Background: an optimization exercise with open tools, aiming at small area, a short achievable clock period and few clock cycles. Do not read the settings as production practice.
Function was checked by simulation only, so behaviour that the tests miss may differ from the original.
No activity file was given, so power comes from the tool's default toggle rates. The clock port is modelled as an ideal driver; clocking choices that lean on that would not hold on a real chip.

--- flow/flow/run.sh ---
#!/bin/bash
set -euo pipefail
bash standard.sh \
  MATCH_CELL_FOOTPRINT=0 \
  "BUFFER_PORTS_ARGS=-buffer_cell sky130_fd_sc_hd__buf_4" \
  "CTS_ARGS=-sink_clustering_enable -repair_clock_nets -dont_use_dummy_load -sink_clustering_size 25 -sink_clustering_max_diameter 100" \
  finish > make_finish.log 2>&1
--- flow/standard.sh ---
#!/bin/bash
# synth_recipe.tcl (not shown) runs the flow's synth.tcl, then flattens the netlist and writes it again
# the make line also repeats each setting of config.mk as NAME=value (left out here)
make -C /OpenROAD-flow-scripts/flow DESIGN_CONFIG=/design/flow/config.mk WORK_HOME=/design/flow/orfs CLKGATE_MAP_FILE= SYNTH_SCRIPT=/design/flow/synth_recipe.tcl "${@:-finish}"
--- flow/config.mk ---
export PLATFORM = sky130hd
export DESIGN_NAME = coreabc_ram_top
export DESIGN_NICKNAME = coreabc_ram_top
export VERILOG_FILES = /design/flow/design.v
export SDC_FILE = /design/flow/constraint.sdc
export NUM_CORES = 4
export LEC_CHECK = 0
export CAP_MARGIN = 20
export CORE_MARGIN = 2
export CORE_UTILIZATION = 60
export SETUP_SLACK_MARGIN = 2.2
export SLEW_MARGIN = 20
export SYNTH_HIERARCHICAL = 1
--- flow/constraint.sdc ---
create_clock -name core_clock -period 4.6 [get_ports {RWCLK}]
set_input_delay 0.9200 -clock core_clock [delete_from_list [all_inputs] [get_ports {RWCLK}]]
set_output_delay 0.9200 -clock core_clock [all_outputs]
set_load 0.01 [all_outputs]
--- flow/design.v ---
package coreabc_ram_pkg;
  typedef enum logic {
    ST_CLEAR = 1'b0,
    ST_READY = 1'b1
  } state_e;
  function automatic int clog2(input int v);
    int r;
    r = 0;
    while ((1 << r) < v) r = r + 1;
    clog2 = r;
  endfunction
  function automatic bit param_ok(input int dw, input int aw, input int depth);
    param_ok = (dw > 0) && (dw % 8 == 0) && (depth >= 1) && (clog2(depth) <= aw);
  endfunction
endpackage
module coreabc_ram_param_array (
  input  logic        clk,
  input  logic        clr,
  input  logic        we,
  input  logic [7:0]  waddr,
  input  logic [1:0]  wbe,
  input  logic [15:0] wd,
  input  logic [12:0] rhi,
  input  logic [15:0] rlo,
  output logic [15:0] rd
);
  localparam int DEPTH = 200;
  localparam int NGRP  = (DEPTH + 2) / 3;    
  logic [15:0] mem [DEPTH];
  logic [15:0] wdata;
  assign wdata = clr ? 16'h0000 : wd;
  for (genvar w = 0; w < DEPTH; w++) begin : g_word
    for (genvar l = 0; l < 2; l++) begin : g_lane
      logic en;
      assign en = clr || (we && wbe[l] && waddr == 8'(w));
      always_ff @(posedge clk)
        if (en) mem[w][8*l +: 8] <= wdata[8*l +: 8];
    end
  end
  logic [3*NGRP-1:0] rsel;
  logic [15:0]       mem_x [3*NGRP];
  for (genvar w = 0; w < 3*NGRP; w++) begin : g_rsel
    if (w < DEPTH) begin : g_in
      assign rsel[w]  = rhi[w / 16] && rlo[w % 16];
      assign mem_x[w] = mem[w];
    end else begin : g_out
      assign rsel[w]  = 1'b0;
      assign mem_x[w] = '0;
    end
  end
  for (genvar b = 0; b < 16; b++) begin : g_bit
    logic [NGRP-1:0] grp_n;
    for (genvar g = 0; g < NGRP; g++) begin : g_grp
      coreabc_ram_aoi3 u_aoi (
        .s  (rsel[3*g +: 3]),
        .d  ({mem_x[3*g+2][b], mem_x[3*g+1][b], mem_x[3*g][b]}),
        .y_n(grp_n[g])
      );
    end
    coreabc_ram_or67 u_or (.a_n(grp_n), .y(rd[b]));
  end
endmodule
module coreabc_ram_aoi3 (
  input  logic [2:0] s,
  input  logic [2:0] d,
  output logic       y_n
);
  assign y_n = ~((s[0] & d[0]) | (s[1] & d[1]) | (s[2] & d[2]));
endmodule
module coreabc_ram_or67 (
  input  logic [66:0] a_n,
  output logic        y
);
  logic [16:0] l1;
  logic [4:0]  l2_n;
  logic [1:0]  l3;
  for (genvar i = 0; i < 16; i++) begin : g_l1
    coreabc_ram_nand4 u (.a(a_n[4*i +: 4]), .y(l1[i]));
  end
  coreabc_ram_nand3 u_l1_16 (.a(a_n[66:64]), .y(l1[16]));
  coreabc_ram_nor4 u_l2_0 (.a(l1[3:0]),   .y(l2_n[0]));
  coreabc_ram_nor4 u_l2_1 (.a(l1[7:4]),   .y(l2_n[1]));
  coreabc_ram_nor3 u_l2_2 (.a(l1[10:8]),  .y(l2_n[2]));
  coreabc_ram_nor3 u_l2_3 (.a(l1[13:11]), .y(l2_n[3]));
  coreabc_ram_nor3 u_l2_4 (.a(l1[16:14]), .y(l2_n[4]));
  coreabc_ram_nand3 u_l3_0 (.a(l2_n[2:0]), .y(l3[0]));
  coreabc_ram_nand2 u_l3_1 (.a(l2_n[4:3]), .y(l3[1]));
  assign y = l3[0] | l3[1];
endmodule
module coreabc_ram_nand4 (input logic [3:0] a, output logic y);
  assign y = ~&a;
endmodule
module coreabc_ram_nand3 (input logic [2:0] a, output logic y);
  assign y = ~&a;
endmodule
module coreabc_ram_nand2 (input logic [1:0] a, output logic y);
  assign y = ~&a;
endmodule
module coreabc_ram_nor4 (input logic [3:0] a, output logic y);
  assign y = ~|a;
endmodule
module coreabc_ram_nor3 (input logic [2:0] a, output logic y);
  assign y = ~|a;
endmodule
module coreabc_ram_param (
  input  logic        RWCLK,
  input  logic        RESETN,
  input  logic        WEN,
  input  logic        REN,
  input  logic [7:0]  WADDR,
  input  logic [7:0]  RADDR,
  input  logic [15:0] WD,
  input  logic [1:0]  WBE,
  output logic [15:0] RD,
  output logic        RVALID,
  output logic        BUSY
);
  localparam int DEPTH = 200;
  logic        busy;
  logic [7:0]  clr_cnt;
  logic        rd_acc_q, rvalid_q;
  logic [12:0] rhi_q;    
  logic [15:0] rlo_q;    
  logic [15:0] arr_rd, rd_q;
  always_ff @(posedge RWCLK or negedge RESETN) begin
    if (!RESETN) begin
      busy    <= 1'b1;
      clr_cnt <= '0;
    end else if (busy) begin
      clr_cnt <= clr_cnt + 1'b1;
      if (clr_cnt == 8'(DEPTH - 1)) busy <= 1'b0;
    end
  end
  coreabc_ram_param_array u_array (
    .clk  (RWCLK),
    .clr  (busy),
    .we   (WEN),
    .waddr(WADDR),
    .wbe  (WBE),
    .wd   (WD),
    .rhi  (rhi_q),
    .rlo  (rlo_q),
    .rd   (arr_rd)
  );
  always_ff @(posedge RWCLK or negedge RESETN) begin
    if (!RESETN) begin
      rd_acc_q <= 1'b0;
      rvalid_q <= 1'b0;
    end else begin
      rd_acc_q <= REN && !busy;
      rvalid_q <= rd_acc_q;
    end
  end
  always_ff @(posedge RWCLK) begin
    for (int i = 0; i < 13; i++) rhi_q[i] <= (RADDR[7:4] == 4'(i));
    for (int i = 0; i < 16; i++) rlo_q[i] <= (RADDR[3:0] == 4'(i));
    rd_q <= arr_rd;
  end
  assign RD     = rd_q;
  assign RVALID = rvalid_q;
  assign BUSY   = busy;
endmodule
module coreabc_ram_top (
  input  logic        RWCLK,
  input  logic        RESETN,
  input  logic        WEN,
  input  logic        REN,
  input  logic [7:0]  WADDR,
  input  logic [7:0]  RADDR,
  input  logic [15:0] WD,
  input  logic [1:0]  WBE,
  output logic [15:0] RD,
  output logic        RVALID,
  output logic        BUSY
);
  coreabc_ram_param u_ram (
    .RWCLK (RWCLK),
    .RESETN(RESETN),
    .WEN   (WEN),
    .REN   (REN),
    .WADDR (WADDR),
    .RADDR (RADDR),
    .WD    (WD),
    .WBE   (WBE),
    .RD    (RD),
    .RVALID(RVALID),
    .BUSY  (BUSY)
  );
endmodule
==> out/results.tsv, run 1 <==
stage	metric	value	unit
synth	EDFF count, synth	3200	
final_layout	Filler cells	12621	
die	Core Box Area	0.194	mm2
clock_network	CTS root buffer	clkbuf_16	
global_route	vias in the first global route	63728	
synth	main combinational cell family by area after synthesis	compound AO/OA/AOI/OAI gates	
synth	cell area after synthesis	0.117	mm2
synth	Post-synth top flop	edfxtp_1	
clock_network	Worst-path clk slew	0.10	ns
run_status	status	timing/DRC/antenna clean	
synth	Post-Synth Adder-Cell Area	0.0107	%
timing	final hold vios	0	
final_layout	Total Nets Final	6340	
final_layout	share of layout cells above drive strength 1	19.2	%
timing	clock skew after layout	0.0466	ns
worst_setup_path	WP buf/inv	1	
timing	Tmin final	3.34	ns
placement	I/O Buffers	55	
timing	period utilization	72.6	%
routing	drt drc	0	
synth	Synth top area share	82.0	%
min_path	Hold WC Path Type	input port to flip-flop	
min_path	Worst Hold Depth	2	
global_route	Tot GR Track Use	36.1	%
global_route	global-route wire length before repair	497000	um
worst_setup_path	worst reg-to-reg path cell count	7	
global_route	gr ovfl total	0	
power_and_ir_drop	total design power	0.0486	W
worst_setup_path	slowest stage delay, CP	0.80	ns
synth	post-synth cell types	43	
routing	ANT nets after route	0	
global_route	largest net degree at the start of global routing	194	
timing	Slew Limit Fails	0	
clock_network	clock buffer depth	3	
synth	post-synthesis sequential area ratio	83.0	%
synth	top-count cell post-synth	edfxtp_1	
routing	WL/cell	41.0	um
routing	Starting DRT DRC Count	15944	
synth	Yosys reg bits	3256	
power_and_ir_drop	P per Cell Area	372	mW/mm2
timing	RSZ-0062 raised after global routing	yes	
power_and_ir_drop	Static Leakage	40.7	nW
die	Starting Density	60.3	%
clock_network	H-tree levels	4	
die	die width	446	um
worst_setup_path	Critical Path Sink Type	flip-flop	
timing	Fmax achieved	0.300	GHz
worst_setup_path	crit path kind	flip-flop to flip-flop	
final_layout	Final Cell Area	0.131	mm2
power_and_ir_drop	Clock power frac	29.4	%
die	I/O Pins	56	
power_and_ir_drop	Pint	0.0387	W
synth	Synth top cells by count	edfxtp_1 (3200), a222oi_1 (1072), o31ai_1 (323), nand4_1 (259), and2_1 (200)	
power_and_ir_drop	combinational share of power	3.4	%
placement	Post-DP Area	0.124	mm2
die	Die ar.	0.199	mm2
worst_setup_path	worst path cell trace	buf_12 -> and2_4 -> a222oi_1 -> nand4_1 -> nor4_4 -> nand3_2 -> or2_1	
timing	worst-margin pin slew	1.18	ns
job	Max Cap Viol	0	
routing	WL final	363000	um
power_and_ir_drop	sw frac	20.4	%
worst_setup_path	critical path peak fanout	9	
clock_network	CTS Buf Count	148	
die	chip height	446	um
timing	worst hold slack	0.312	ns
synth	asr flop ratio synth	0.338	%
synth	Synth Warn #	10	
worst_setup_path	crit path DAT	4.06	ns
clock_network	TritonCTS Sinks	3256	
worst_setup_path	critical path's slowest cell	nor4_4	
routing	Pre-Repair DR Iteration Count	10	
timing	worst rel slew slack	21.4	%
routing	via count	68181	
worst_setup_path	WP depth	7	
synth	cell taking the most area after synthesis	edfxtp_1	
die	num rows	162	
clock_network	TritonCTS clock tree	yes	
timing	Finish-stage setup viols	0	
synth	Simple-Gate Fraction of Synth Area	4.05	%
worst_setup_path	Worst Setup Start Kind	flip-flop	
synth	syn avg cell area	20.7	um2
synth	Cells after Synth	5653	
placement	Final HPWL DP	228000	um
worst_setup_path	CP top delay family	simple AND/OR/NAND/NOR gates	
synth	Synth Area in Compound Gates	12.1	%
synth	XOR/XNOR Fraction of Synth Area	0.0523	%
final_layout	P&R area growth vs syn	11.6	%
worst_setup_path	CP required	5.32	ns
clock_network	worst skew pair latency	0.83	ns
synth	multiplexer share of the synthesized area	0.00961	%
routing	Vias/cell	7.69	
synth	top post-synthesis cells by area	edfxtp_1 (82%), a222oi_1 (9.2%), o31ai_1 (2.1%)	
power_and_ir_drop	Max VDD drop	0.000418	V
placement	routability cong.	0.921	
timing	Sum Neg Setup Slack	0	ns
global_route	initial antenna violation count	24	
power_and_ir_drop	Flop pwr share	67.2	%
power_and_ir_drop	switching power	0.00992	W
[cells by family (layout without fill, tap and decap cells)]
group	Yosys count	in the layout
AO/OA/AOI/OAI	1473	1473
XOR/XNOR	7	7
adder cells (fa/ha/maj)	1	1
buffers and inverters	208	815
flip-flops	3256	3256
multiplexers	1	1
other	1	53
AND/OR/NAND/NOR	706	714
[worst paths after layout]
check | from | endpoint | slack (ns)
max in group asynchronous | RESETN | u_ram.busy$_DFF_PN1_ | 3.93
min | REN | u_ram.rd_acc_q$_DFF_PN0_ | 0.31
min in group asynchronous | RESETN | u_ram.clr_cnt[7]$_DFFE_PN0P_ | 0.44
max | u_ram.rhi_q[0]$_DFF_P_ | u_ram.rd_q[8]$_DFF_P_ | 1.26
max reg2reg | u_ram.rhi_q[0]$_DFF_P_ | u_ram.rd_q[8]$_DFF_P_ | 1.26
min reg2reg | u_ram.rd_acc_q$_DFF_PN0_ | u_ram.rvalid_q$_DFF_PN0_ | 0.36
[per-layer routing]
metal	routed length [um]	up-vias	track usage, %	part of all wire, %
met1	133000	35384	50.7	37
met4	15600	16	14.4	4.3
met2	171000	4903	56.1	47
li1	-	27268	-	-
met5	106	-	0	0.029
met3	43700	610	7.55	12
[sequential cells by signal, summed over array words and instances (netlist names)]
signal	count
u_ram.busy	1
u_ram.rhi_q	13
u_ram.u_array.mem	3200
u_ram.rd_q	16
u_ram.rlo_q	16
u_ram.clr_cnt	8
u_ram.rvalid_q	1
u_ram.rd_acc_q	1
[modules after synthesis, one instance, submodules excluded, excerpt]
module / copies in the design / area [um2] / cells inside / flip-flops and latches
coreabc_ram_nand2: 16 / 3.75 / 1 / 0
coreabc_ram_aoi3: 1072 / 10.0 / 1 / 0
coreabc_ram_param: 1 / 1570 / 123 / 56
coreabc_ram_nand3: 32 / 5.00 / 1 / 0
coreabc_ram_nand4: 256 / 6.26 / 1 / 0
coreabc_ram_nor4: 32 / 12.5 / 1 / 0
coreabc_ram_nor3: 48 / 10.0 / 1 / 0
coreabc_ram_param_array: 1 / 102000 / 4058 / 3200
coreabc_ram_or67: 16 / 6.26 / 1 / 0
[power by group through the flow]
stage | clock network (W) | registers (W) | logic, W
after floorplan | 0 | 0.0333 | 0.000547
after global placement | 0 | 0.0333 | 0.00150
after detailed placement | 0 | 0.0333 | 0.00153
after CTS | 0.0144 | 0.0327 | 0.00162
after global routing | 0.0153 | 0.0327 | 0.00170
final | 0.0143 | 0.0327 | 0.00167
[final cells by class]
class | count | area, um2 | area share [%]
sequential | 3256 | 97400 | 74.5
clock buffer | 148 | 3700 | 2.83
timing repair buffer | 665 | 5810 | 4.44
inverter | 2 | 20.0 | 0.0153
antenna | 21 | 52.6 | 0.0402
multi-input combinational | 2228 | 20600 | 15.8
tap | 2542 | 3180 | 2.43
[metrics by stage]
| stage | instances | util (%) | setup slack (ns) |
|---|---|---|---|
| 2_1_floorplan | 5684 | - | 1.49 |
| 3_3_place_gp | 8566 | 64.0 | -0.00311 |
| 3_5_place_dp | 8567 | 64.0 | -0.0459 |
| 4_1_cts | 8800 | 66.9 | 1.37 |
| 5_1_grt | 8849 | 67.3 | 1.35 |
| 6_report | 8862 | 67.3 | 1.26 |
[what timing repair did]
item | 4_1_cts | 5_1_grt
setup endpoints to repair | 819 | 688
pin swaps | 160 | 64
cloned | 7 | 3
hold buffers | 1 | 0
hold endpoints to repair | 10 | 0
setup buffers | 77 | 38
resized for setup | 321 | 85
[cells in the final DEF, fill, tap and decap left out, types with 27 or more instances in the layout]
master / Yosys / layout
nand3_1: 32 / 27
conb_1: 1 / 32
and2_4: 0 / 72
edfxtp_1: 3200 / 3200
nor3_2: 48 / 36
o31ai_2: 76 / 30
buf_12: 2 / 55
and2_1: 200 / 70
and2_2: 0 / 63
o31ai_1: 323 / 307
nand4_1: 259 / 259
o31ai_4: 1 / 63
buf_4: 1 / 586
clkbuf_16: 0 / 150
a222oi_1: 1072 / 1072
Testbench counts, summed over its fixed seeds: cycles 32,008.
==> run 2, diff against run 1 <==
==> flow/run.sh (new file) <==
#!/bin/bash
# synth_recipe.tcl (not shown) runs the flow's synth.tcl, then flattens the netlist and writes it again
# the make line also repeats each setting of config.mk as NAME=value (left out here)
make -C /OpenROAD-flow-scripts/flow DESIGN_CONFIG=/design/flow/config.mk WORK_HOME=/design/flow/orfs CLKGATE_MAP_FILE= SYNTH_SCRIPT=/design/flow/synth_recipe.tcl finish
removed: flow/flow/run.sh
removed: flow/standard.sh
==> out/results.tsv, run 2 <==
stage	metric	value	unit
run_status	status	timing/DRC/antenna clean	
final_layout	P&R area growth vs syn	18.5	%
clock_network	TritonCTS clock tree	yes	
synth	top-count cell post-synth	edfxtp_1	
power_and_ir_drop	Clock power frac	43.3	%
synth	Synth top area share	82.0	%
placement	Final HPWL DP	228000	um
routing	Vias/cell	7.52	
worst_setup_path	Worst Setup Start Kind	flip-flop	
clock_network	H-tree levels	5	
clock_network	CTS root buffer	clkbuf_16	
timing	Fmax achieved	0.314	GHz
clock_network	CTS Buf Count	334	
worst_setup_path	critical path's slowest cell	a222oi_1	
timing	Slew Limit Fails	0	
final_layout	most frequent cells in the layout	edfxtp_1 (3200), a222oi_1 (1072), buf_4 (521), clkbuf_16 (346), o31ai_1 (279)	
clock_network	CTS Hold Bufs	0	
worst_setup_path	critical path startpoint	u_ram.rhi_q[5]$_DFF_P_	
final_layout	Final Cell Area	0.139	mm2
final_layout	Filler cells	11813	
power_and_ir_drop	Flop pwr share	53.7	%
routing	WL final	370000	um
die	I/O Pins	56	
routing	Starting DRT DRC Count	16477	
worst_setup_path	Critical Path Sink Type	flip-flop	
power_and_ir_drop	Max VDD drop	0.000356	V
timing	worst rel slew slack	24.4	%
timing	Sum Neg Setup Slack	0	ns
routing	WL/cell	39.7	um
worst_setup_path	CP required	5.44	ns
die	Die ar.	0.199	mm2
routing	via count	70096	
synth	cell area after synthesis	0.117	mm2
die	Starting Density	60.3	%
final_layout	area of the multi-input gates	0.0212	mm2
global_route	Tot GR Track Use	36.8	%
worst_setup_path	crit path kind	flip-flop to flip-flop	
clock_network	TritonCTS Sinks	3256	
final_layout	share of layout cells above drive strength 1	23.5	%
synth	EDFF count, synth	3200	
die	chip height	446	um
min_path	Hold WC Path Type	input port to async pin	
synth	post-synth cell types	43	
routing	ANT nets after route	0	
worst_setup_path	crit path DAT	4.02	ns
routing	Pre-Repair DR Iteration Count	10	
worst_setup_path	worst path cell trace	buf_12 -> and2_4 -> a222oi_1 -> nand4_1 -> nor4_2 -> buf_4 -> nand3_4 -> buf_6 -> or2_1	
global_route	initial antenna violation count	22	
power_and_ir_drop	P per Cell Area	439	mW/mm2
global_route	global-route wire length before repair	508000	um
power_and_ir_drop	Static Leakage	44.4	nW
die	num rows	162	
placement	Post-DP Area	0.125	mm2
power_and_ir_drop	sw frac	20.2	%
timing	Tmin final	3.18	ns
synth	post-synthesis sequential area ratio	83.0	%
final_layout	commonest non-fill, non-tap cell in the layout	edfxtp_1	
global_route	gr ovfl total	0	
timing	clock skew after layout	0.0405	ns
timing	worst-margin pin slew	1.13	ns
placement	I/O Buffers	55	
global_route	vias in the first global route	65675	
worst_setup_path	slowest stage delay, CP	0.59	ns
synth	Yosys reg bits	3256	
clock_network	clock buffer depth	4	
synth	Cells after Synth	5653	
final_layout	number of flip-flops under the largest register name	3200	
placement	routability cong.	0.928	
synth	asr flop ratio synth	0.338	%
synth	syn avg cell area	20.7	um2
job	Max Cap Viol	0	
synth	top post-synthesis cells by area	edfxtp_1 (82%), a222oi_1 (9.2%), o31ai_1 (2.1%)	
synth	Post-synth top flop	edfxtp_1	
final_layout	Total Nets Final	6552	
final_layout	register area	0.0974	mm2
power_and_ir_drop	Pint	0.0486	W
clock_network	Worst-path clk slew	0.06	ns
synth	cell taking the most area after synthesis	edfxtp_1	
worst_setup_path	CP top delay family	simple AND/OR/NAND/NOR gates	
timing	period utilization	69.2	%
timing	RSZ-0062 raised after global routing	yes	
final_layout	largest registers	u_ram.u_array.mem x3200, u_ram.rd_q x16, u_ram.rlo_q x16	
final_layout	Biggest register	u_ram.u_array.mem	
worst_setup_path	FF-to-FF Start	u_ram.rhi_q[5]$_DFF_P_	
synth	Synth top cells by count	edfxtp_1 (3200), a222oi_1 (1072), o31ai_1 (323), nand4_1 (259), and2_1 (200)	
die	Core Box Area	0.194	mm2
power_and_ir_drop	total design power	0.0609	W
power_and_ir_drop	combinational share of power	3.0	%
worst_setup_path	WP buf/inv	3	
synth	Synth Warn #	10	
routing	drt drc	0	
clock_network	worst skew pair latency	0.96	ns
power_and_ir_drop	switching power	0.0123	W
timing	Finish-stage setup viols	0	
global_route	largest net degree at the start of global routing	114	
timing	final hold vios	0	
worst_setup_path	critical path peak fanout	16	
die	die width	446	um
-- run 2: cell counts after synthesis --
No cell type changed its count.
-- run 2: layout make-up --
cell class / count / area share, %
diodes: 24 / 0.0433
clock buffers: 416 / 6.46
clock inverters: 164 / 1.14
inverters: 2 / 0.0171
multi-input cells: 2233 / 15.2
flip-flops and latches: 3256 / 70.1
well taps: 2542 / 2.29
repair buffers: 686 / 4.66
-- run 2: worst paths after layout --
| check | endpoint | cells after the start | slack [ns] |
|---|---|---|---|
| setup / recovery | u_ram.rd_q[14]$_DFF_P_ | 9 | 1.42 |
| hold / removal | u_ram.clr_cnt[2]$_DFFE_PN0P_ | 1 | 0.31 |
| setup reg to reg | u_ram.rd_q[14]$_DFF_P_ | 9 | 1.42 |
| hold reg to reg | u_ram.rvalid_q$_DFF_PN0_ | 0 | 0.35 |
| max in group asynchronous | u_ram.busy$_DFF_PN1_ | 1 | 3.94 |
| min in group core_clock | u_ram.rvalid_q$_DFF_PN0_ | 0 | 0.35 |
-- run 2: power groups by stage --
stage | combinational [W] | sequential [W] | clock (W)
4_1_cts | 0.00174 | 0.0327 | 0.0266
3_3_place_gp | 0.00158 | 0.0333 | 0
3_5_place_dp | 0.00160 | 0.0333 | 0
6_report | 0.00180 | 0.0327 | 0.0264
5_1_grt | 0.00183 | 0.0327 | 0.0278
2_1_floorplan | 0.000547 | 0.0333 | 0
-- run 2: per-module statistics from Yosys, one instance, submodules excluded, a selection --
module	flip-flops and latches	cells
coreabc_ram_param_array	3200	4058
coreabc_ram_nor4	0	1
coreabc_ram_param	56	123
coreabc_ram_nand3	0	1
coreabc_ram_nor3	0	1
coreabc_ram_nand4	0	1
coreabc_ram_nand2	0	1
coreabc_ram_aoi3	0	1
-- run 2: timing repair --
item	4_1_cts	5_1_grt
gates cloned	9	7
gates resized for setup	588	99
setup buffers	80	34
setup endpoints to repair	3291	733
pin swaps	177	111
-- run 2: layer usage --
metal | wire [um] | vias up | share of wire [%] | GRT usage, %
met4 | 18900 | 6 | 5.1 | 18.0
met2 | 170000 | 5509 | 46 | 55.4
met1 | 134000 | 35819 | 36 | 51.8
met3 | 46300 | 747 | 13 | 7.74
li1 | - | 28015 | - | -
met5 | 47 | - | 0.013 | 0
-- run 2: cell families (layout without fill, tap and decap cells) --
logic type      after synthesis  in the layout  share of synthesized area (%)
mux                           1              1                        0.00961
buf+inv                     208           1268                          0.786
other cells                   1             56                        0.00320
flops                      3256           3256                           83.0
compound gates             1473           1473                           12.1
xor+xnor                      7              7                         0.0523
fa+ha+maj                     1              1                         0.0107
simple gates                706            719                           4.05
-- run 2: per-stage QoR --
| stage | hold slack [ns] | setup WS [ns] | utilization [%] | std cells |
|---|---|---|---|---|
| CTS | 0.279 | 1.52 | 71.0 | 9258 |
| detailed placement | 0.339 | 0.329 | 64.3 | 8589 |
| finish | 0.309 | 1.42 | 71.4 | 9323 |
| global route | 0.335 | 1.51 | 71.4 | 9312 |
| global placement | 0.336 | 0.396 | 64.3 | 8589 |
| floorplan | 0.331 | 1.49 | - | 5684 |
==> run 3, diff against run 2 <==
--- a/flow/design.v
+++ b/flow/design.v
@@ -26,13 +26,24 @@
 );
   localparam int DEPTH = 200;
   localparam int NGRP  = (DEPTH + 2) / 3;    
+  localparam int NL1   = (NGRP + 3) / 4;     
   logic [15:0] mem [DEPTH];
   logic [15:0] wdata;
   assign wdata = clr ? 16'h0000 : wd;
+  logic [12:0] whi;
+  logic [15:0] wlo_l [2];
+  for (genvar i = 0; i < 13; i++) begin : g_whi
+    assign whi[i] = (waddr[7:4] == 4'(i));
+  end
+  for (genvar l = 0; l < 2; l++) begin : g_wlo
+    for (genvar j = 0; j < 16; j++) begin : g_j
+      assign wlo_l[l][j] = we && wbe[l] && (waddr[3:0] == 4'(j));
+    end
+  end
   for (genvar w = 0; w < DEPTH; w++) begin : g_word
     for (genvar l = 0; l < 2; l++) begin : g_lane
       logic en;
-      assign en = clr || (we && wbe[l] && waddr == 8'(w));
+      assign en = clr || (whi[w / 16] && wlo_l[l][w % 16]);
       always_ff @(posedge clk)
         if (en) mem[w][8*l +: 8] <= wdata[8*l +: 8];
     end
@@ -50,6 +61,7 @@
   end
   for (genvar b = 0; b < 16; b++) begin : g_bit
     logic [NGRP-1:0] grp_n;
+    logic [NL1-1:0]  l1, l1_q;
     for (genvar g = 0; g < NGRP; g++) begin : g_grp
       coreabc_ram_aoi3 u_aoi (
         .s  (rsel[3*g +: 3]),
@@ -57,7 +69,12 @@
         .y_n(grp_n[g])
       );
     end
-    coreabc_ram_or67 u_or (.a_n(grp_n), .y(rd[b]));
+    for (genvar i = 0; i < 16; i++) begin : g_l1
+      coreabc_ram_nand4 u (.a(grp_n[4*i +: 4]), .y(l1[i]));
+    end
+    coreabc_ram_nand3 u_l1_16 (.a(grp_n[66:64]), .y(l1[16]));
+    always_ff @(posedge clk) l1_q <= l1;
+    coreabc_ram_or17 u_or (.a(l1_q), .y(rd[b]));
   end
 endmodule
 module coreabc_ram_aoi3 (
@@ -67,22 +84,17 @@
 );
   assign y_n = ~((s[0] & d[0]) | (s[1] & d[1]) | (s[2] & d[2]));
 endmodule
-module coreabc_ram_or67 (
-  input  logic [66:0] a_n,
+module coreabc_ram_or17 (
+  input  logic [16:0] a,
   output logic        y
 );
-  logic [16:0] l1;
-  logic [4:0]  l2_n;
-  logic [1:0]  l3;
-  for (genvar i = 0; i < 16; i++) begin : g_l1
-    coreabc_ram_nand4 u (.a(a_n[4*i +: 4]), .y(l1[i]));
-  end
-  coreabc_ram_nand3 u_l1_16 (.a(a_n[66:64]), .y(l1[16]));
-  coreabc_ram_nor4 u_l2_0 (.a(l1[3:0]),   .y(l2_n[0]));
-  coreabc_ram_nor4 u_l2_1 (.a(l1[7:4]),   .y(l2_n[1]));
-  coreabc_ram_nor3 u_l2_2 (.a(l1[10:8]),  .y(l2_n[2]));
-  coreabc_ram_nor3 u_l2_3 (.a(l1[13:11]), .y(l2_n[3]));
-  coreabc_ram_nor3 u_l2_4 (.a(l1[16:14]), .y(l2_n[4]));
+  logic [4:0] l2_n;
+  logic [1:0] l3;
+  coreabc_ram_nor4 u_l2_0 (.a(a[3:0]),   .y(l2_n[0]));
+  coreabc_ram_nor4 u_l2_1 (.a(a[7:4]),   .y(l2_n[1]));
+  coreabc_ram_nor3 u_l2_2 (.a(a[10:8]),  .y(l2_n[2]));
+  coreabc_ram_nor3 u_l2_3 (.a(a[13:11]), .y(l2_n[3]));
+  coreabc_ram_nor3 u_l2_4 (.a(a[16:14]), .y(l2_n[4]));
   coreabc_ram_nand3 u_l3_0 (.a(l2_n[2:0]), .y(l3[0]));
   coreabc_ram_nand2 u_l3_1 (.a(l2_n[4:3]), .y(l3[1]));
   assign y = l3[0] | l3[1];
@@ -116,24 +128,24 @@
   output logic        BUSY
 );
   localparam int DEPTH = 200;
-  logic        busy;
+  logic        ready;    
   logic [7:0]  clr_cnt;
-  logic        rd_acc_q, rvalid_q;
+  logic        rd_acc_q, rd_acc_q2, rvalid_q;
   logic [12:0] rhi_q;    
   logic [15:0] rlo_q;    
   logic [15:0] arr_rd, rd_q;
   always_ff @(posedge RWCLK or negedge RESETN) begin
     if (!RESETN) begin
-      busy    <= 1'b1;
+      ready   <= 1'b0;
       clr_cnt <= '0;
-    end else if (busy) begin
+    end else if (!ready) begin
       clr_cnt <= clr_cnt + 1'b1;
-      if (clr_cnt == 8'(DEPTH - 1)) busy <= 1'b0;
+      if (clr_cnt == 8'(DEPTH - 1)) ready <= 1'b1;
     end
   end
   coreabc_ram_param_array u_array (
     .clk  (RWCLK),
-    .clr  (busy),
+    .clr  (!ready),
     .we   (WEN),
     .waddr(WADDR),
     .wbe  (WBE),
@@ -144,11 +156,13 @@
   );
   always_ff @(posedge RWCLK or negedge RESETN) begin
     if (!RESETN) begin
-      rd_acc_q <= 1'b0;
-      rvalid_q <= 1'b0;
+      rd_acc_q  <= 1'b0;
+      rd_acc_q2 <= 1'b0;
+      rvalid_q  <= 1'b0;
     end else begin
-      rd_acc_q <= REN && !busy;
-      rvalid_q <= rd_acc_q;
+      rd_acc_q  <= REN && ready;
+      rd_acc_q2 <= rd_acc_q;
+      rvalid_q  <= rd_acc_q2;
     end
   end
   always_ff @(posedge RWCLK) begin
@@ -158,7 +172,7 @@
   end
   assign RD     = rd_q;
   assign RVALID = rvalid_q;
-  assign BUSY   = busy;
+  assign BUSY   = !ready;
 endmodule
 module coreabc_ram_top (
   input  logic        RWCLK,
==> flow/flow/run.sh (new file) <==
#!/bin/bash
set -euo pipefail
bash standard.sh \
  MATCH_CELL_FOOTPRINT=0 \
  "BUFFER_PORTS_ARGS=-buffer_cell sky130_fd_sc_hd__buf_4" \
  "CTS_ARGS=-sink_clustering_enable -repair_clock_nets -dont_use_dummy_load -sink_clustering_size 25 -sink_clustering_max_diameter 100" \
  finish > make_finish.log 2>&1
==> flow/standard.sh (new file) <==
#!/bin/bash
# synth_recipe.tcl (not shown) runs the flow's synth.tcl, then flattens the netlist and writes it again
# the make line also repeats each setting of config.mk as NAME=value (left out here)
make -C /OpenROAD-flow-scripts/flow DESIGN_CONFIG=/design/flow/config.mk WORK_HOME=/design/flow/orfs CLKGATE_MAP_FILE= SYNTH_SCRIPT=/design/flow/synth_recipe.tcl "${@:-finish}"
removed: flow/run.sh
==> out/results.tsv, run 3 <==
stage	metric	value	unit
synth	cell area after synthesis	0.123	mm2
global_route	vias in the first global route	64200	
final_layout	Biggest register	u_ram.u_array.mem	
worst_setup_path	critical path peak fanout	32	
synth	Post-synth top flop	edfxtp_1	
worst_setup_path	crit path DAT	3.05	ns
timing	Fmax achieved	0.391	GHz
synth	Synth top area share	78.2	%
final_layout	P&R area growth vs syn	9.89	%
synth	EDFF count, synth	3200	
routing	DR top layer	met5	
routing	DRT met1 WL	138000	um
global_route	Tot GR Track Use	33.2	%
routing	Vias/cell	7.51	
timing	clock skew after layout	0.0401	ns
placement	Post-DP Area	0.130	mm2
worst_setup_path	crit-path most repeated cell	buf_4	
worst_setup_path	critical path's slowest cell	o31ai_2	
timing	Tmin final	2.56	ns
routing	WL/cell	38.5	um
timing	worst rel slew slack	21.4	%
clock_network	CTS Buf Count	159	
clock_network	clock buffer depth	3	
power_and_ir_drop	P per Cell Area	372	mW/mm2
final_layout	commonest non-fill, non-tap cell in the layout	edfxtp_1	
timing	final hold vios	0	
synth	Synth top cells by count	edfxtp_1 (3200), a222oi_1 (1072), dfxtp_1 (317), o31ai_1 (281), nand4_1 (258)	
die	Starting Density	60.2	%
clock_network	TritonCTS Sinks	3529	
placement	routability cong.	0.879	
synth	top post-synthesis cells by area	edfxtp_1 (78%), a222oi_1 (8.7%), dfxtp_1 (5.2%)	
final_layout	Final Cell Area	0.135	mm2
synth	multiplexer share of the synthesized area	0.00916	%
worst_setup_path	worst path cell trace	buf_4 -> or4b_2 -> buf_4 -> o31ai_2	
timing	worst-margin pin slew	1.17	ns
worst_setup_path	CP required	5.09	ns
timing	Sum Neg Setup Slack	0	ns
synth	Simple-Gate Fraction of Synth Area	3.82	%
synth	Synth Area in Compound Gates	11.7	%
routing	drt drc	0	
routing	ANT nets after route	0	
die	num rows	166	
synth	post-synth cell types	36	
final_layout	number of flip-flops under the largest register name	3200	
global_route	initial antenna violation count	31	
routing	Starting DRT DRC Count	16043	
final_layout	share of layout cells above drive strength 1	14.8	%
die	Core Box Area	0.204	mm2
worst_setup_path	crit path kind	input port to flip-flop	
routing	Met2 Wirelength	162000	um
placement	Final HPWL DP	217000	um
clock_network	H-tree levels	4	
final_layout	most frequent cells in the layout	edfxtp_1 (3200), a222oi_1 (1072), buf_4 (397), dfxtp_1 (298), nand4_1 (258)	
synth	Post-Synth Adder-Cell Area	0.0204	%
worst_setup_path	Worst Setup Start Kind	input port	
global_route	global-route wire length before repair	489000	um
synth	top-count cell post-synth	edfxtp_1	
routing	WL met3	39900	um
global_route	largest net degree at the start of global routing	129	
final_layout	area of the multi-input gates	0.0204	mm2
clock_network	CTS root buffer	clkbuf_16	
min_path	Hold WC Path Type	input port to flip-flop	
synth	Yosys reg bits	3529	
clock_network	Worst-path clk slew	0.09	ns
worst_setup_path	slowest stage delay, CP	0.75	ns
worst_setup_path	Critical Path Sink Type	flip-flop	
die	chip height	457	um
die	die width	457	um
clock_network	TritonCTS clock tree	yes	
synth	main combinational cell family by area after synthesis	compound AO/OA/AOI/OAI gates	
timing	period utilization	55.6	%
run_status	status	timing/DRC/antenna clean	
final_layout	Total Nets Final	6417	
synth	post-synthesis sequential area ratio	83.6	%
die	Die ar.	0.208	mm2
synth	XOR/XNOR Fraction of Synth Area	0.0499	%
timing	Slew Limit Fails	0	
routing	Pre-Repair DR Iteration Count	12	
power_and_ir_drop	Max VDD drop	0.000413	V
clock_network	worst skew pair latency	0.86	ns
routing	via count	68520	
final_layout	largest registers	u_ram.u_array.mem x3200, u_ram.u_array.g_bit.l1_q x272	
synth	Synth Warn #	11	
routing	WL final	351000	um
synth	cell taking the most area after synthesis	edfxtp_1	
synth	asr flop ratio synth	0.340	%
job	Max Cap Viol	0	
synth	syn avg cell area	20.7	um2
power_and_ir_drop	Static Leakage	50.5	nW
timing	RSZ-0062 raised after global routing	yes	
final_layout	Filler cells	13365	
global_route	gr ovfl total	0	
placement	I/O Buffers	55	
final_layout	register area	0.103	mm2
die	I/O Pins	56	
synth	Cells after Synth	5930	
timing	Finish-stage setup viols	0	
==> run 3: cell types whose count changed after synthesis, moves of 8 or more <==
cell	change
buf_2	+8
buf_1	-18
o31ai_2	+40
clkbuf_1	+14
o31ai_1	-42
dfxtp_1	+272
buf_6	+8
==> run 3: power breakdown <==
group / internal (W) / switching [W] / total, W
Clock: 0.00620 / 0.00907 / 0.0153
Sequential: 0.0344 / 0.0000568 / 0.0345
Combinational: 0.000100 / 0.000459 / 0.000559
Total: 0.0407 / 0.00959 / 0.0503
==> run 3: worst max-delay path, delay by kind of cell <==
family	cells	cell delay, ns
AOI/OAI and AO/OA	1	0.75
and+or+nand+nor	1	0.74
buffers and inverters	2	0.57
==> run 3: cell type report <==
cell class	instances	share of cell area [%]
diodes	55	0.102
clock buffers	159	2.95
flip-flops and latches	3529	76.1
multi-input cells	2218	15.1
well taps	2688	2.49
inverters	2	0.0204
repair buffers	467	3.22
==> run 3: cells by family (layout without fill, tap and decap cells) <==
logic type,after synthesis,after routing
flip-flops,3529,3529
AO/OA/AOI/OAI,1473,1473
AND/OR/NAND/NOR,701,703
buffers and inverters,216,628
XOR/XNOR,7,7
adder cells (fa/ha/maj),2,2
other,1,87
multiplexers,1,1
==> run 3: stage by stage <==
stage          hold slack (ns)  instances  total power, W  setup slack [ns]  util [%]
3_5_place_dp             0.342       8883          0.0357             0.902      63.6
3_3_place_gp             0.336       8881          0.0357             0.952      63.5
2_1_floorplan            0.331       5961          0.0353              1.41         -
4_1_cts                  0.207       9048          0.0504              1.80      65.8
5_1_grt                  0.244       9078          0.0515              2.00      66.1
6_report                 0.269       9118          0.0503              2.04      66.1
==> run 3: layer usage <==
layer  vias up  global-route usage, %
met1     35420                   49.9
met5         -                      0
met2      4895                   50.0
met4         8                   10.1
li1      27731                      -
met3       466                   6.34
==> run 3: final timing paths <==
check | start | end | slack [ns] | cells past startpoint
max in group asynchronous | RESETN | u_ram.clr_cnt[6]$_DFFE_PN0N_ | 3.98 | 2
worst max register to register | u_ram.ready$_DFF_PN0_ | u_ram.u_array.mem[26][11]$_DFFE_PP_ | 2.08 | 6
worst min-delay path | RADDR[2] | u_ram.rlo_q[2]$_DFF_P_ | 0.27 | 2
worst max-delay path | WADDR[5] | u_ram.u_array.mem[28][15]$_DFFE_PP_ | 2.04 | 4
worst min register to register | u_ram.rd_acc_q$_DFF_PN0_ | u_ram.rd_acc_q2$_DFF_PN0_ | 0.36 | 0
min in group asynchronous | RESETN | u_ram.clr_cnt[7]$_DFFE_PN0N_ | 0.43 | 2
==> run 3: Yosys stat by module, one instance, submodules excluded, excerpt <==
module,flops+latches,copies in the design,cell area [um2]
coreabc_ram_or17,0,16,6.26
coreabc_ram_nand3,0,32,5.00
coreabc_ram_nand2,0,16,3.75
coreabc_ram_param,57,1,1600
coreabc_ram_nor4,0,32,12.5
coreabc_ram_aoi3,0,1072,10.0
coreabc_ram_param_array,3472,1,108000
coreabc_ram_nand4,0,256,6.26
coreabc_ram_nor3,0,48,10.0
==> run 3: repair_timing <==
action                                  in CTS  in global routing
resized for setup                           91                 54
endpoints found under the hold margin       12                  0
cloned                                       2                  1
endpoints found under the setup margin    3318                927
hold buffers                                 1                  0
buffers inserted                             3                 13
pin swaps                                    5                  8
Testbench counts of run 3, summed over its fixed seeds: cycles 32,016.
==> run 4, diff against run 3 <==
--- a/flow/design.v
+++ b/flow/design.v
@@ -43,7 +43,7 @@
   for (genvar w = 0; w < DEPTH; w++) begin : g_word
     for (genvar l = 0; l < 2; l++) begin : g_lane
       logic en;
-      assign en = clr || (whi[w / 16] && wlo_l[l][w % 16]);
+      coreabc_ram_ao21 u_en (.a(whi[w / 16]), .b(wlo_l[l][w % 16]), .c(clr), .y(en));
       always_ff @(posedge clk)
         if (en) mem[w][8*l +: 8] <= wdata[8*l +: 8];
     end
@@ -76,6 +76,14 @@
     always_ff @(posedge clk) l1_q <= l1;
     coreabc_ram_or17 u_or (.a(l1_q), .y(rd[b]));
   end
+endmodule
+module coreabc_ram_ao21 (
+  input  logic a,
+  input  logic b,
+  input  logic c,
+  output logic y
+);
+  assign y = (a & b) | c;
 endmodule
 module coreabc_ram_aoi3 (
   input  logic [2:0] s,
@@ -129,6 +137,7 @@
 );
   localparam int DEPTH = 200;
   logic        ready;    
+  logic        clr;      
   logic [7:0]  clr_cnt;
   logic        rd_acc_q, rd_acc_q2, rvalid_q;
   logic [12:0] rhi_q;    
@@ -137,15 +146,19 @@
   always_ff @(posedge RWCLK or negedge RESETN) begin
     if (!RESETN) begin
       ready   <= 1'b0;
+      clr     <= 1'b1;
       clr_cnt <= '0;
     end else if (!ready) begin
       clr_cnt <= clr_cnt + 1'b1;
-      if (clr_cnt == 8'(DEPTH - 1)) ready <= 1'b1;
+      if (clr_cnt == 8'(DEPTH - 1)) begin
+        ready <= 1'b1;
+        clr   <= 1'b0;
+      end
     end
   end
   coreabc_ram_param_array u_array (
     .clk  (RWCLK),
-    .clr  (!ready),
+    .clr  (clr),
     .we   (WEN),
     .waddr(WADDR),
     .wbe  (WBE),
==> out/results.tsv, run 4 <==
stage	metric	value	unit
synth	top post-synthesis cells by area	edfxtp_1 (79%), a222oi_1 (8.8%), dfxtp_1 (5.2%)	
final_layout	most frequent cells in the layout	edfxtp_1 (3200), a222oi_1 (1072), a21o_1 (400), dfxtp_1 (302), nand4_1 (259)	
synth	post-synthesis sequential area ratio	84.6	%
power_and_ir_drop	Max VDD drop	0.000406	V
timing	Fmax achieved	0.398	GHz
timing	Sum Neg Setup Slack	0	ns
routing	WL final	367000	um
placement	Final HPWL DP	234000	um
routing	drt drc	0	
global_route	largest net degree at the start of global routing	128	
worst_setup_path	crit path DAT	3.12	ns
final_layout	number of flip-flops under the largest register name	3200	
die	die width	454	um
timing	worst rel slew slack	26.5	%
final_layout	P&R area growth vs syn	8.59	%
die	Starting Density	60.2	%
routing	Vias/cell	7.65	
routing	Starting DRT DRC Count	17023	
worst_setup_path	Worst Setup Start Kind	flip-flop	
timing	Finish-stage setup viols	0	
global_route	initial antenna violation count	38	
worst_setup_path	worst path cell trace	and2_1 -> a222oi_1 -> nand4_1	
synth	Yosys reg bits	3530	
clock_network	clock buffer depth	3	
synth	post-synth cell types	34	
synth	Synth Warn #	14	
timing	Slew Limit Fails	0	
final_layout	register area	0.103	mm2
routing	WL/cell	41.2	um
min_path	Hold WC Path Type	input port to flip-flop	
power_and_ir_drop	Static Leakage	43.7	nW
synth	top-count cell post-synth	edfxtp_1	
final_layout	largest registers	u_ram.u_array.mem x3200, u_ram.u_array.g_bit.l1_q x272	
worst_setup_path	critical path peak fanout	16	
synth	Synth top cells by count	edfxtp_1 (3200), a222oi_1 (1072), a21o_1 (400), dfxtp_1 (317), nand4_1 (259)	
worst_setup_path	WP buf/inv	0	
synth	Synth top area share	79.1	%
run_status	status	timing/DRC/antenna clean	
worst_setup_path	CP top delay family	simple AND/OR/NAND/NOR gates	
clock_network	worst skew pair latency	0.85	ns
routing	Pre-Repair DR Iteration Count	14	
clock_network	TritonCTS clock tree	yes	
synth	asr flop ratio synth	0.368	%
die	chip height	454	um
synth	cell area after synthesis	0.122	mm2
job	Max Cap Viol	0	
final_layout	Total Nets Final	6216	
final_layout	Filler cells	13290	
final_layout	Final Cell Area	0.132	mm2
worst_setup_path	critical path's slowest cell	a222oi_1	
routing	ANT nets after route	0	
die	Die ar.	0.206	mm2
final_layout	Biggest register	u_ram.u_array.mem	
worst_setup_path	CP required	5.21	ns
timing	period utilization	54.6	%
global_route	Tot GR Track Use	35.3	%
final_layout	share of layout cells above drive strength 1	9.13	%
timing	final hold vios	0	
clock_network	TritonCTS Sinks	3530	
synth	cell taking the most area after synthesis	edfxtp_1	
global_route	vias in the first global route	63023	
final_layout	commonest non-fill, non-tap cell in the layout	edfxtp_1	
clock_network	CTS root buffer	clkbuf_16	
timing	worst-margin pin slew	1.09	ns
global_route	global-route wire length before repair	501000	um
worst_setup_path	Critical Path Sink Type	flip-flop	
power_and_ir_drop	P per Cell Area	392	mW/mm2
timing	Tmin final	2.51	ns
timing	clock skew after layout	0.0412	ns
placement	I/O Buffers	55	
die	num rows	165	
global_route	gr ovfl total	0	
die	I/O Pins	56	
worst_setup_path	crit path kind	flip-flop to flip-flop	
clock_network	H-tree levels	4	
synth	EDFF count, synth	3200	
routing	via count	68188	
synth	syn avg cell area	21.0	um2
placement	routability cong.	0.945	
die	Core Box Area	0.202	mm2
final_layout	area of the multi-input gates	0.0191	mm2
synth	Cells after Synth	5783	
clock_network	CTS Buf Count	159	
synth	Post-synth top flop	edfxtp_1	
worst_setup_path	slowest stage delay, CP	0.68	ns
placement	Post-DP Area	0.127	mm2
clock_network	Worst-path clk slew	0.10	ns
timing	RSZ-0062 raised after global routing	yes	
[run 4: where the power goes]
group	switching, W	internal (W)
clock	0.00900	0.00620
combinational	0.00113	0.000294
sequential	0.000128	0.0350
total	0.0103	0.0415
[run 4: cell type report]
type	count	area share, %
Antenna cell	71	0.135
Multi-Input combinational cell	2249	14.5
Clock buffer	159	3.02
Tap cell	2672	2.53
Inverter	3	0.00853
Timing Repair Buffer	234	1.94
Sequential cell	3530	77.9
[run 4: path summary, 6_finish.rpt]
| path | from | to | slack (ns) | cells past startpoint |
|---|---|---|---|---|
| worst min-delay path | RADDR[1] | u_ram.rlo_q[8]$_DFF_P_ | 0.29 | 2 |
| worst min register to register | u_ram.rd_acc_q2$_DFF_PN0_ | u_ram.rvalid_q$_DFF_PN0_ | 0.37 | 0 |
| worst max-delay path | u_ram.rlo_q[12]$_DFF_P_ | u_ram.u_array.g_bit[3].l1_q[7]$_DFF_P_ | 2.09 | 3 |
| min in group asynchronous | RESETN | u_ram.clr_cnt[5]$_DFFE_PN0N_ | 0.48 | 2 |
| worst max register to register | u_ram.rlo_q[12]$_DFF_P_ | u_ram.u_array.g_bit[3].l1_q[7]$_DFF_P_ | 2.09 | 3 |
| max in group asynchronous | RESETN | u_ram.clr$_DFFE_PN1P_ | 3.87 | 2 |
[run 4: per-stage QoR]
step                total power [W]  std cells  util, %  worst slack [ns]  hold slack, ns
floorplan                    0.0363       5814        -             -2.95           0.331
global placement             0.0373       8655     63.2              1.15           0.332
detailed placement           0.0373       8655     63.2              1.13           0.338
CTS                          0.0519       8840     65.3              2.20           0.228
global route                 0.0530       8873     65.4              2.15           0.278
finish                       0.0517       8918     65.4              2.09           0.287
[run 4: metal layers]
| metal | track usage (%) | share of wire, % | vias up |
|---|---|---|---|
| met4 | 16.2 | 4.7 | 4 |
| li1 | - | - | 26971 |
| met3 | 8.17 | 13 | 635 |
| met2 | 51.2 | 45 | 5590 |
| met1 | 51.4 | 38 | 34988 |
| met5 | 0 | 0.0054 | - |
[run 4: kinds of logic after synthesis]
group / share of synthesized area, %
AND/OR/NAND/NOR: 3.93
AO/OA/AOI/OAI: 11.3
buffers and inverters: 0.121
other: 0.00309
flip-flops: 84.6
XOR/XNOR: 0.0505
multiplexers: 0.00927
adder cells (fa/ha/maj): 0.0103
[run 4: timing repair]
action                     in CTS  in global routing
setup endpoints to repair    1767                170
gates cloned                    0                  2
pin swaps                      11                  9
gates resized for setup        20                 13
hold buffers                    1                  0
hold endpoints to repair       12                  0
setup buffers                  25                  4
[run 4: per-module statistics from Yosys, one instance, submodules excluded, excerpt]
module,cell area (um2),copies in the design,flops+latches
coreabc_ram_ao21,7.51,400,0
coreabc_ram_nand2,3.75,16,0
coreabc_ram_aoi3,10.0,1072,0
coreabc_ram_nor3,10.0,48,0
coreabc_ram_nor4,12.5,32,0
coreabc_ram_or17,6.26,16,0
Testbench counts of run 4, summed over its fixed seeds: cycles 32,016.
==> run 5, diff against run 4 <==
--- a/flow/config.mk
+++ b/flow/config.mk
@@ -8,6 +8,6 @@
 export CAP_MARGIN = 20
 export CORE_MARGIN = 2
 export CORE_UTILIZATION = 60
-export SETUP_SLACK_MARGIN = 2.2
+export SETUP_SLACK_MARGIN = 2.45
 export SLEW_MARGIN = 20
 export SYNTH_HIERARCHICAL = 1
==> out/results.tsv, run 5 <==
stage	metric	value	unit
final_layout	area of the multi-input gates	0.0196	mm2
clock_network	CTS Buf Count	159	
final_layout	Biggest register	u_ram.u_array.mem	
worst_setup_path	Critical Path Sink Type	primary output	
global_route	vias in the first global route	63621	
final_layout	Filler cells	13149	
worst_setup_path	Worst Setup Start Kind	flip-flop	
worst_setup_path	critical path peak fanout	2	
placement	placed insts	8655	
timing	Fmax achieved	0.430	GHz
timing	Finish-stage setup viols	0	
synth	post-synth cell types	34	
placement	I/O Buffers	55	
run_status	status	timing/DRC/antenna clean	
global_route	initial antenna violation count	44	
final_layout	Total Nets Final	6289	
worst_setup_path	slowest stage delay, CP	0.42	ns
synth	top post-synthesis cells by area	edfxtp_1 (79%), a222oi_1 (8.8%), dfxtp_1 (5.2%)	
placement	Final HPWL DP	234000	um
timing	period utilization	50.5	%
final_layout	register area	0.103	mm2
routing	Starting DRT DRC Count	18316	
worst_setup_path	critical path's slowest cell	dfrtp_2	
synth	asr flop ratio synth	0.368	%
die	chip height	454	um
worst_setup_path	crit path DAT	1.40	ns
timing	RSZ-0062 raised after global routing	yes	
final_layout	commonest non-fill, non-tap cell in the layout	edfxtp_1	
synth	Synth top cells by count	edfxtp_1 (3200), a222oi_1 (1072), a21o_1 (400), dfxtp_1 (317), nand4_1 (259)	
global_route	largest net degree at the start of global routing	118	
worst_setup_path	WP buf/inv	2	
final_layout	number of flip-flops under the largest register name	3200	
clock_network	clock buffer depth	3	
clock_network	CTS root buffer	clkbuf_16	
die	num rows	165	
clock_network	TritonCTS clock tree	yes	
die	Core Box Area	0.202	mm2
global_route	gr ovfl total	0	
timing	Tmin final	2.32	ns
synth	EDFF count, synth	3200	
routing	Pre-Repair DR Iteration Count	14	
die	Die ar.	0.206	mm2
worst_setup_path	CP top delay family	flip-flops	
routing	WL/cell	42.3	um
synth	Cells after Synth	5783	
power_and_ir_drop	Max VDD drop	0.000411	V
routing	Vias/cell	7.69	
final_layout	final std cells w/o fill	8985	
synth	top-count cell post-synth	edfxtp_1	
timing	worst rel slew slack	30.6	%
synth	Synth top area share	79.1	%
clock_network	TritonCTS Sinks	3530	
timing	worst-margin pin slew	1.04	ns
die	die width	454	um
final_layout	final core utilization	66.2	%
synth	Post-synth top flop	edfxtp_1	
placement	routability cong.	0.945	
routing	via count	69094	
final_layout	most frequent cells in the layout	edfxtp_1 (3200), a222oi_1 (1072), dfxtp_1 (283), nand4_1 (259), a21o_2 (212)	
synth	Yosys reg bits	3530	
synth	post-synthesis sequential area ratio	84.6	%
routing	drt drc	0	
worst_setup_path	crit path kind	flip-flop to primary output	
synth	cell taking the most area after synthesis	edfxtp_1	
placement	Post-DP Area	0.127	mm2
die	I/O Pins	56	
final_layout	Final Cell Area	0.134	mm2
job	Max Cap Viol	0	
timing	Slew Limit Fails	0	
timing	clock skew after layout	0.0409	ns
final_layout	share of layout cells above drive strength 1	15.2	%
synth	syn avg cell area	21.0	um2
worst_setup_path	CP required	3.68	ns
power_and_ir_drop	total design power	0.0519	W
final_layout	largest registers	u_ram.u_array.mem x3200, u_ram.u_array.g_bit.l1_q x272	
clock_network	worst skew pair latency	0.84	ns
routing	WL final	380000	um
synth	Synth Warn #	14	
routing	ANT nets after route	0	
timing	final hold vios	0	
worst_setup_path	worst path cell trace	inv_2 -> buf_6	
power_and_ir_drop	Static Leakage	43.7	nW
clock_network	H-tree levels	4	
synth	cell area after synthesis	0.122	mm2
timing	worst hold slack	0.290	ns
die	Starting Density	60.2	%
power_and_ir_drop	P per Cell Area	389	mW/mm2
min_path	Hold WC Path Type	input port to flip-flop	
global_route	Tot GR Track Use	36.4	%
final_layout	P&R area growth vs syn	9.90	%
clock_network	Worst-path clk slew	0.09	ns
global_route	global-route wire length before repair	514000	um
==> run 5: timing repair <==
action / 4_1_cts / 5_1_grt
hold endpoints to repair: 12 / 0
pin swaps: 35 / 33
resized for setup: 288 / 152
endpoints found under the setup margin: 4590 / 2098
buffers inserted: 58 / 21
hold buffers: 1 / 0
cloned: 22 / 4
==> run 5: cell families after synthesis <==
kind of cell | share of synthesized area (%)
other cells | 0.00309
flops | 84.6
buf+inv | 0.121
mux | 0.00927
fa+ha+maj | 0.0103
compound gates | 11.3
xor+xnor | 0.0505
simple gates | 3.93
==> run 5: area by class of cell <==
type                       count  area share (%)
sequential                  3530            77.0
multi-input combinational   2257            14.7
clock buffer                 159            2.98
timing repair buffer         299            2.68
tap                         2672            2.50
antenna                       65           0.122
inverter                       3         0.00843
==> run 5: path summary, 6_finish.rpt <==
| kind | from | endpoint | slack (ns) | cells past startpoint |
|---|---|---|---|---|
| hold / removal | RADDR[1] | u_ram.rlo_q[8]$_DFF_P_ | 0.29 | 2 |
| min in group asynchronous | RESETN | u_ram.clr_cnt[5]$_DFFE_PN0N_ | 0.48 | 2 |
| hold reg to reg | u_ram.rd_acc_q2$_DFF_PN0_ | u_ram.rvalid_q$_DFF_PN0_ | 0.37 | 0 |
| setup / recovery | u_ram.ready$_DFF_PN0_ | BUSY | 2.28 | 2 |
| setup reg to reg | u_ram.rlo_q[13]$_DFF_P_ | u_ram.u_array.g_bit[3].l1_q[7]$_DFF_P_ | 2.30 | 3 |
| max in group asynchronous | RESETN | u_ram.clr$_DFFE_PN1P_ | 3.87 | 2 |
==> run 5: worst reg2reg max path, cell delays in order (launching register included) <==
cell and delay [ns]:
dfxtp_4 0.53, and2_1 0.47, a222oi_1 0.67, nand4_1 0.39
==> run 5: routing by layer <==
layer  track usage (%)  share of wire [%]
met5                 0              0.026
met4              18.1                5.4
met3              9.05                 13
met2              52.7                 44
met1              52.3                 37
==> run 5: power by group <==
part / leakage, nW / total, W / internal (W) / switching, W
combinational: 10.2 / 0.00153 / 0.000350 / 0.00118
clock: 1.96 / 0.0152 / 0.00620 / 0.00904
sequential: 31.5 / 0.0351 / 0.0350 / 0.000136
==> run 5: stage by stage <==
| stage | setup slack [ns] | TNS [ns] |
|---|---|---|
| finish | 2.28 | 0 |
| global placement | 1.15 | 0 |
| CTS | 2.21 | 0 |
| floorplan | -2.95 | -2872.54 |
| global route | 2.20 | 0 |
| detailed placement | 1.13 | 0 |
==> run 5: Yosys stat by module, one instance, submodules excluded, excerpt <==
module | times used | cells inside | cell area, um2 | flip-flops and latches
coreabc_ram_nor4 | 32 | 1 | 12.5 | 0
coreabc_ram_param_array | 1 | 3786 | 103000 | 3472
coreabc_ram_nand2 | 16 | 1 | 3.75 | 0
coreabc_ram_nor3 | 48 | 1 | 10.0 | 0
coreabc_ram_nand4 | 256 | 1 | 6.26 | 0
coreabc_ram_param | 1 | 125 | 1620 | 58
coreabc_ram_ao21 | 400 | 1 | 7.51 | 0
coreabc_ram_or17 | 16 | 1 | 6.26 | 0
coreabc_ram_aoi3 | 1072 | 1 | 10.0 | 0
coreabc_ram_nand3 | 32 | 1 | 5.00 | 0
==> run 6, diff against run 5 <==
==> flow/flow/run.sh (replaced) <==
#!/bin/bash
set -euo pipefail
bash standard.sh \
  MATCH_CELL_FOOTPRINT=0 \
  "BUFFER_PORTS_ARGS=-buffer_cell sky130_fd_sc_hd__buf_4" \
  "CTS_ARGS=-sink_clustering_enable -repair_clock_nets -dont_use_dummy_load -sink_clustering_size 30 -sink_clustering_max_diameter 100" \
  finish > make_finish.log 2>&1
==> out/results.tsv, run 6 <==
stage	metric	value	unit
timing	worst rel slew slack	6.42	%
routing	WL final	376000	um
timing	Slew Limit Fails	0	
routing	Vias/cell	7.69	
min_path	hold_sp	RADDR[1]	
final_layout	Total Nets Final	6269	
final_layout	largest registers	u_ram.u_array.mem x3200, u_ram.u_array.g_bit.l1_q x272	
synth	top-count cell post-synth	edfxtp_1	
synth	top post-synthesis cells by area	edfxtp_1 (79%), a222oi_1 (8.8%), dfxtp_1 (5.2%)	
routing	via count	69035	
synth	Synth top cells by count	edfxtp_1 (3200), a222oi_1 (1072), a21o_1 (400), dfxtp_1 (317), nand4_1 (259)	
clock_network	CTS Buf Count	135	
synth	post-synth cell types	34	
worst_setup_path	FF-to-FF Start	u_ram.clr$_DFFE_PN1P_	
timing	Finish-stage setup viols	0	
final_layout	commonest non-fill, non-tap cell in the layout	edfxtp_1	
routing	WL/cell	41.9	um
worst_setup_path	critical path's slowest cell	dfrtp_2	
global_route	largest net degree at the start of global routing	118	
final_layout	Filler cells	13199	
synth	post-synthesis sequential area ratio	84.6	%
worst_setup_path	slowest stage delay, CP	0.43	ns
placement	routability cong.	0.945	
worst_setup_path	worst path cell trace	inv_2 -> buf_6	
global_route	vias in the first global route	63151	
synth	Cells after Synth	5783	
synth	Post-synth top flop	edfxtp_1	
worst_setup_path	Worst Setup Start Kind	flip-flop	
global_route	global-route wire length before repair	507000	um
final_layout	Final Cell Area	0.133	mm2
final_layout	share of layout cells above drive strength 1	12.1	%
routing	Starting DRT DRC Count	18321	
worst_setup_path	critical path startpoint	u_ram.ready$_DFF_PN0_	
worst_setup_path	CP required	3.68	ns
placement	Post-DP Area	0.127	mm2
final_layout	final std cells w/o fill	8977	
worst_setup_path	Critical Path Sink Type	primary output	
final_layout	number of flip-flops under the largest register name	3200	
global_route	initial antenna violation count	37	
final_layout	area of the multi-input gates	0.0194	mm2
die	Starting Density	60.2	%
worst_setup_path	CP top delay family	flip-flops	
synth	EDFF count, synth	3200	
worst_setup_path	critical path peak fanout	2	
synth	syn avg cell area	21.0	um2
placement	Final HPWL DP	234000	um
clock_network	TritonCTS Sinks	3530	
die	I/O Pins	56	
timing	clock skew after layout	0.0462	ns
placement	I/O Buffers	55	
final_layout	register area	0.103	mm2
final_layout	most frequent cells in the layout	edfxtp_1 (3200), a222oi_1 (1072), a21o_1 (355), dfxtp_1 (281), nand4_1 (259)	
power_and_ir_drop	Max VDD drop	0.000430	V
power_and_ir_drop	P per Cell Area	383	mW/mm2
final_layout	final core utilization	65.9	%
global_route	Tot GR Track Use	35.8	%
timing	worst-margin pin slew	1.40	ns
synth	Synth Warn #	14	
power_and_ir_drop	total design power	0.0508	W
die	num rows	165	
timing	RSZ-0062 raised after global routing	yes	
clock_network	clock buffer depth	3	
job	Max Cap Viol	0	
routing	drt drc	0	
timing	Sum Neg Setup Slack	0	ns
timing	Fmax achieved	0.428	GHz
power_and_ir_drop	Static Leakage	43.9	nW
timing	final hold vios	0	
synth	Synth top area share	79.1	%
clock_network	TritonCTS clock tree	yes	
die	chip height	454	um
synth	cell area after synthesis	0.122	mm2
synth	cell taking the most area after synthesis	edfxtp_1	
worst_setup_path	WP buf/inv	2	
final_layout	P&R area growth vs syn	9.32	%
clock_network	Worst-path clk slew	0.11	ns
global_route	gr ovfl total	0	
timing	period utilization	50.8	%
routing	ANT nets after route	0	
final_layout	Biggest register	u_ram.u_array.mem	
routing	Pre-Repair DR Iteration Count	11	
placement	placed insts	8655	
synth	asr flop ratio synth	0.368	%
die	Die ar.	0.206	mm2
worst_setup_path	crit path DAT	1.42	ns
timing	Tmin final	2.34	ns
die	die width	454	um
min_path	Hold WC Path Type	input port to flip-flop	
clock_network	H-tree levels	4	
synth	Yosys reg bits	3530	
worst_setup_path	crit path kind	flip-flop to primary output	
clock_network	CTS root buffer	clkbuf_16	
die	Core Box Area	0.202	mm2
run_status	status	timing/DRC/antenna clean	
clock_network	worst skew pair latency	0.86	ns
[run 6: routing by layer]
metal	wire length, um	up-vias	GRT usage (%)
met5	0	-	0
li1	-	27080	-
met4	18500	0	17.0
met2	167000	5813	51.9
met3	48800	639	8.17
met1	141000	35503	52.3
[run 6: final timing paths]
path / endpoint / slack, ns / depth (start not counted)
min in group asynchronous: u_ram.clr_cnt[4]$_DFFE_PN0N_ / 0.46 / 2
worst max-delay path: BUSY / 2.26 / 2
worst max register to register: u_ram.u_array.mem[18][0]$_DFFE_PP_ / 2.35 / 2
worst min register to register: u_ram.rvalid_q$_DFF_PN0_ / 0.37 / 0
worst min-delay path: u_ram.rlo_q[0]$_DFF_P_ / 0.26 / 2
max in group asynchronous: u_ram.clr$_DFFE_PN1P_ / 3.87 / 2
[run 6: kinds of logic after synthesis]
family	after synthesis	share of synthesized area, %
xor+xnor	7	0.0505
flops	3530	84.6
buf+inv	35	0.121
other cells	1	0.00309
fa+ha+maj	1	0.0103
simple gates	734	3.93
mux	1	0.00927
compound gates	1474	11.3
[run 6: per-module statistics from Yosys, one instance, submodules excluded, a selection]
module                   cell area [um2]  flip-flops and latches  times used
coreabc_ram_param_array           103000                    3472           1
coreabc_ram_param                   1620                      58           1
coreabc_ram_nor4                    12.5                       0          32
coreabc_ram_aoi3                    10.0                       0        1072
coreabc_ram_nor3                    10.0                       0          48
coreabc_ram_ao21                    7.51                       0         400
coreabc_ram_nand4                   6.26                       0         256
coreabc_ram_or17                    6.26                       0          16
coreabc_ram_nand3                   5.00                       0          32
coreabc_ram_nand2                   3.75                       0          16
[run 6: report_power, final]
group	internal, W	total, W	switching (W)
Clock	0.00532	0.0142	0.00883
Sequential	0.0350	0.0351	0.000132
Combinational	0.000362	0.00154	0.00118
[run 6: layout make-up]
| type | instances | area share [%] |
|---|---|---|
| diodes | 77 | 0.145 |
| clock buffers | 135 | 2.54 |
| inverters | 3 | 0.00848 |
| multi-input cells | 2257 | 14.6 |
| flip-flops and latches | 3530 | 77.4 |
| well taps | 2672 | 2.52 |
| repair buffers | 303 | 2.78 |
[run 6: repair_timing]
item / CTS / global route
endpoints found under the hold margin: 12 / 0
buffers inserted: 57 / 33
setup endpoints to repair: 4574 / 1790
resized for setup: 152 / 105
gates cloned: 11 / 8
pin swaps: 37 / 28
hold buffers: 1 / 0
[run 6: stage by stage]
| step | hold slack (ns) | setup WS [ns] |
|---|---|---|
| after floorplan | 0.331 | -2.95 |
| after global placement | 0.332 | 1.15 |
| after detailed placement | 0.338 | 1.13 |
| after CTS | 0.204 | 2.21 |
| after global routing | 0.241 | 2.20 |
| final | 0.264 | 2.26 |

[separate check: timing with driven ports]
Ports are ideal in the flow. The routed layouts listed here were re-timed in OpenROAD. Step 1 sets driving cells, clkbuf_16 on the clock port and buf_2 on the other inputs (assumed; they add their load-dependent delay and slew). Step 2 also shifts input and output timing later by t, the mid clock arrival at the registers, as if the neighbouring blocks saw the same clock. a / b / c = ideal ports / drivers / drivers and shift; a / b = the first two.
run | t, ns | slack for setup (ns) | clock arrival spread, ns | pins driven straight from the clock port
run 1 | 0.897 | 1.262 / 1.262 / 1.262 | 0.062 / 0.061 | 1
run 2 | 1.040 | 1.416 / 1.416 / 1.162 | 0.048 / 0.048 | 1
run 3 | 0.925 | 2.044 / 1.982 / 1.116 | 0.049 / 0.049 | 1
run 4 | 0.926 | 2.089 / 2.089 / 1.242 | 0.046 / 0.046 | 1
run 5 | 0.926 | 2.275 / 2.177 / 1.508 | 0.049 / 0.050 | 1
run 6 | 0.936 | 2.265 / 2.167 / 1.457 | 0.051 / 0.051 | 1
After both steps every run listed still meets setup and hold. The setup slack of run 3, which loses most, moves by -0.062 ns with the drivers and by -0.928 ns with both steps.
